Source: an optimization exercise on an open RTL-to-GDS flow (aim: small area). Production flows keep margins and buffers that such runs may drop. Only simulation tests tie the RTL to the original design; equivalence was not proved. Power and IR drop assume default switching activity.

File: design/flow/design.v
module instr_mem_loader #(
    parameter int          DEPTH    = 256,
    parameter int          ADDR_W   = 8,
    parameter logic [15:0] NOP_WORD = 16'h0000
) (
    input  logic              clk,
    input  logic              reset,
    input  logic [31:0]       pc,
    output logic [15:0]       instruction,
    output logic              freeze,
    input  logic              load_start,
    input  logic [ADDR_W:0]   load_len,
    input  logic              byte_valid,
    input  logic [7:0]        byte_data,
    output logic              byte_ready,
    output logic              load_done,
    output logic              load_err
);
    localparam int LEN_W = ADDR_W + 1;
    typedef enum logic [1:0] {
        IDLE    = 2'd0,
        LOAD_LO = 2'd1,
        LOAD_HI = 2'd2,
        DONE    = 2'd3
    } state_t;
    state_t           state;
    state_t           state_nx;
    logic [15:0]      mem [DEPTH];
    logic [7:0]       lo;
    logic [LEN_W-1:0] wptr;
    logic [LEN_W-1:0] len;
    logic             len_ok;
    logic             hs;
    logic             last_word;
    assign len_ok    = (load_len != '0) && (load_len <= LEN_W'(DEPTH));
    assign hs        = byte_valid & byte_ready;
    assign last_word = (wptr + LEN_W'(1)) == len;
    assign instruction = (pc < 32'(DEPTH)) ? mem[pc[ADDR_W-1:0]] : NOP_WORD;
    always_ff @(posedge clk) begin
        if (reset) state <= IDLE;
        else       state <= state_nx;
    end
    always_comb begin
        state_nx = state;
        case (state)
            IDLE: begin
                if (load_start && len_ok) state_nx = LOAD_LO;
            end
            LOAD_LO: begin
                if (hs) state_nx = LOAD_HI;
            end
            LOAD_HI: begin
                if (hs) state_nx = last_word ? DONE : LOAD_LO;
            end
            DONE: begin
                state_nx = IDLE;
            end
            default: state_nx = IDLE;
        endcase
    end
    always_comb begin
        freeze     = 1'b0;
        byte_ready = 1'b0;
        load_done  = 1'b0;
        case (state)
            IDLE: ;
            LOAD_LO, LOAD_HI: begin
                freeze     = 1'b1;
                byte_ready = 1'b1;
            end
            DONE: begin
                freeze    = 1'b1;
                load_done = 1'b1;
            end
            default: ;
        endcase
    end
    always_ff @(posedge clk) begin
        if (reset) begin
            lo       <= '0;
            wptr     <= '0;
            len      <= '0;
            load_err <= 1'b0;
        end else begin
            load_err <= 1'b0;
            case (state)
                IDLE: begin
                    if (load_start) begin
                        if (len_ok) begin
                            len  <= load_len;
                            wptr <= '0;
                        end else begin
                            load_err <= 1'b1;
                        end
                    end
                end
                LOAD_LO: begin
                    if (hs) lo <= byte_data;
                end
                LOAD_HI: begin
                    if (hs) wptr <= wptr + LEN_W'(1);
                end
                default: ;
            endcase
        end
    end
    always_ff @(posedge clk) begin
        if (!reset && state == LOAD_HI && hs)
            mem[wptr[ADDR_W-1:0]] <= {byte_data, lo};
    end
endmodule
File: design/flow/run.sh
#!/bin/bash
# synth_recipe.tcl (not shown) runs the flow's synth.tcl, then flattens the netlist and writes it again
# the make line also repeats each setting of config.mk as NAME=value (left out here)
make -C /OpenROAD-flow-scripts/flow DESIGN_CONFIG=/design/flow/config.mk WORK_HOME=/design/flow/orfs CLKGATE_MAP_FILE= SYNTH_SCRIPT=/design/flow/synth_recipe.tcl finish
File: design/flow/config.mk
export PLATFORM = sky130hd
export DESIGN_NAME = instr_mem_loader
export DESIGN_NICKNAME = instr_mem_loader
export VERILOG_FILES = /design/flow/design.v
export SDC_FILE = /design/flow/constraint.sdc
export NUM_CORES = 4
export LEC_CHECK = 0
export CAP_MARGIN = 20
export CORE_MARGIN = 2
export CORE_UTILIZATION = 40
export SLEW_MARGIN = 20
File: design/flow/constraint.sdc
create_clock -name core_clock -period 10.0 [get_ports {clk}]
set_input_delay 2.0000 -clock core_clock [delete_from_list [all_inputs] [get_ports {clk}]]
set_output_delay 2.0000 -clock core_clock [all_outputs]
set_load 0.01 [all_outputs]
==> qor.txt <==
FFs w/ async S/R, synth: 0
Crit-path cells: buf_8 -> nand2b_4 -> buf_12 -> buf_4 -> o221ai_1 -> nor3_1 -> nor4_1 -> nand3_1 -> a31o_1 -> o22ai_1 -> buf_4 -> clkdlybuf4s50_1
Drt drc: 0
Routed length per instance: 33.7 µm
Fmax: 105 MHz
Root Driver: clkbuf_16
CP endpoint kind: primary output
Cell taking the most area after synthesis: edfxtp_1
Post-synth top area share: 0.769
Synthesized area: 0.160 mm²
Synthesized flop and latch total: 4125
Final wirelength: 468 mm
Final Max Slew Viols: 0
Worst R2R End: mem[110][11]$_DFFE_PP_
Crit-path max cell delay: 0.71 ns
GRT met1 Usage: 0.317
Hold_ws: 0.511 ns
Hpwl dp: 293 mm
Total setup buffers inserted after CTS: 0
Worst reg-to-reg path cell count: 9
Synth area leaders: edfxtp_1, mux4_2, mux2i_1
Io pins: 73
CTS tree: built
Detailed-router iteration count before antenna repair: 6
Setup TNS: 0 ns
Mean number of vias per cell: 6.01
Placeable Area: 0.399 mm²
H-Tree Depth: 5
Endpoint, Worst Hold: wptr[8]$_SDFFE_PP0P_
Arrival @ worst endpoint: 7.54 ns
Clock Latency Late Sink: 0.98 ns
Post-CTS Resized: 0
Syn avg cell area: 20.4 µm²
All-Layer GR Usage: 0.226
CP Max Fanout: 59
Pwr Total: 0.0360 W
Final Hold Vio Count: 0
Hold Crit Start: wptr[8]$_SDFFE_PP0P_
Pin count of the biggest net entering global routing: 189
Most used DFF post-synth: edfxtp_1
Clock transition at path regs: 0.06 ns
CTS sink count: 4125
Die width: 636 µm
Final setup vio count: 0
Layout fillers: 33200
Run status: complete, no violations
GRT met3 Usage: 0.0404
Crit path launch type: input pin
Period minus WS final: 9.54 ns
Sequential area share after synthesis: 0.773
Worst slew pin tran: 1.24 ns
Layout cells sized above 1: 0.213
Commonest non-fill, non-tap cells in the layout: edfxtp_1, mux4_2, mux2i_1
Top cell by count, worst path: buf_4
Routing usage on met2: 0.350
Most Used Layer, Global Route: met2
Final ANT Viol Nets: 0
Die Height: 636 µm
Post-Syn Instances: 7829
HP Class: flop to flop
Gpl congestion: 0.912
Yosys Warn Count: 1
Post-synth EDFFs: 4096
Placed Cells: 13100
Drt first-iter violations: 13000
Hold path depth: 2
Most common cell after layout, fill and taps aside: edfxtp_1
CP max-delay cell: o221ai_1
# hold bufs at CTS: 0
Fin crit share: 0.954
Peak VDD IR: 0.131 mV
# nets final: 8350
Final Non-Filler Cells: 13900
RSZ-0062 raised after global routing: no
# rows: 232
CTS buffer count: 404
First-pass GRT wire length: 648 mm
R2r setup slk: 5.34 ns
Initial Utilization: 0.401
Post-Synthesis Net Count: 7890
Max cap viols: 0
Antenna violations before repair: 33
Crit Reg-Reg Startpoint: state[0]$_SDFFE_PP0P_
Core Util, Final: 0.455
Vias in the first global route: 81400
CP required: 8.00 ns
Synth cell types: 71
Critical path type: input pin to primary output
Routed vias: 83500
Setup Skew: 0.0581 ns
Leak: 59.0 nW
Relative slew margins: 0.165
Total die area: 0.405 mm²
P per Cell Area: 199 mW/mm²
Clock tree buffer depth: 4
Layout area overhead: 13.5%
Grt ovf: 0
I/O Buffers: 72
routing by layer:
metal | wire [µm] | vias to the layer above | part of all wire
li1 | - | 33600 | -
met5 | 114 | - | 0.00024
met1 | 184000 | 44300 | 0.39
met2 | 216000 | 4770 | 0.46
met4 | 22000 | 16 | 0.047
met3 | 46200 | 807 | 0.099
worst max-delay path, delay by kind of cell:
| family | cells | cell delay (ns) |
|---|---|---|
| compound gates | 3 | 1.66 |
| buf+inv | 5 | 1.87 |
| simple gates | 4 | 1.81 |
kinds of logic after synthesis:
group / count (synthesis) / share of synthesized area
compound gates: 859 / 0.0378
xor+xnor: 16 / 0.000876
fa+ha+maj: 8 / 0.000626
buf+inv: 484 / 0.0185
flops: 4125 / 0.773
mux: 1363 / 0.142
simple gates: 974 / 0.0275
stage by stage:
step | setup WS [ns] | area (µm²)
CTS | 0.708 | 181000
finish | 0.457 | 182000
global placement | 0.697 | 168000
global route | 0.510 | 181000
detailed placement | 0.711 | 168000
floorplan | 4.15 | 160000
layout make-up:
class | count | area (µm²) | share of cell area
Timing Repair Buffer | 529 | 4670 | 0.0257
Inverter | 9 | 36.3 | 0.000200
Tap cell | 5265 | 6590 | 0.0363
Clock inverter | 250 | 2540 | 0.0140
Multi-Input combinational cell | 3220 | 33500 | 0.185
Clock buffer | 486 | 10500 | 0.0580
Antenna cell | 6 | 15.0 | 0.0000827
Sequential cell | 4125 | 124000 | 0.681
power breakdown:
part | total (W) | switching [W] | internal (W) | leakage [nW]
Sequential | 0.0191 | 0.0000694 | 0.0191 | 38.8
Clock | 0.0151 | 0.00653 | 0.00860 | 6.34
Combinational | 0.00177 | 0.00122 | 0.000546 | 13.9
Total | 0.0360 | 0.00783 | 0.0282 | 59.0
registers in the layout (all words and copies together) (netlist names):
signal,flops
wptr,9
len,9
lo,8
mem,4096
state,2
load_err,1
cells in the mapped netlist (21+ instances only):
cell / instances
edfxtp_1: 4096
mux4_2: 721
mux2i_1: 630
nor2_1: 402
o22ai_1: 212
clkbuf_1: 178
nor3_1: 156
nand2_1: 151
o221ai_1: 136
buf_2: 121
nand3_1: 119
a21oi_1: 108
a22oi_1: 103
o21ai_0: 98
buf_6: 71
a221oi_1: 45
buf_4: 45
nor4_1: 38
buf_1: 37
dfxtp_1: 29
nand4_1: 25
a22o_1: 23
a211oi_1: 21
how the worst max path moves through the flow:
stage	startpoint	to	cells after the start
finish	pc[1]	instruction[1]	12
global route	pc[1]	instruction[1]	12
CTS	pc[1]	instruction[7]	11
detailed placement	pc[1]	instruction[7]	11
global placement	pc[1]	instruction[1]	12
floorplan	pc[2]	instruction[7]	11

-- static timing again, ports no longer ideal --
The flow's constraints put no driver on any port. The routed layout listed below was extracted and timed again, unchanged, in two steps.
Step 1 assumes that a clkbuf_16 drives the clock port and a buf_2 every other input.
Step 2 moves the port delays by t, midway between the first and last clock arrival at a register: inputs arrive t later, outputs are due t later. That takes back most of the time a late clock gives input paths.
a / b / c = no drivers / after step 1 / after step 2; a / b = the first two.
t, ns: 1.052
setup WS [ns]: 0.457 / 0.359 / 0.359
worst setup path after step 2: input to output
cell pins on the clock port's net: 1
After both steps this run still meets setup and hold. For this run, drivers alone change the setup slack by -0.098 ns; drivers and shift together by -0.098 ns.
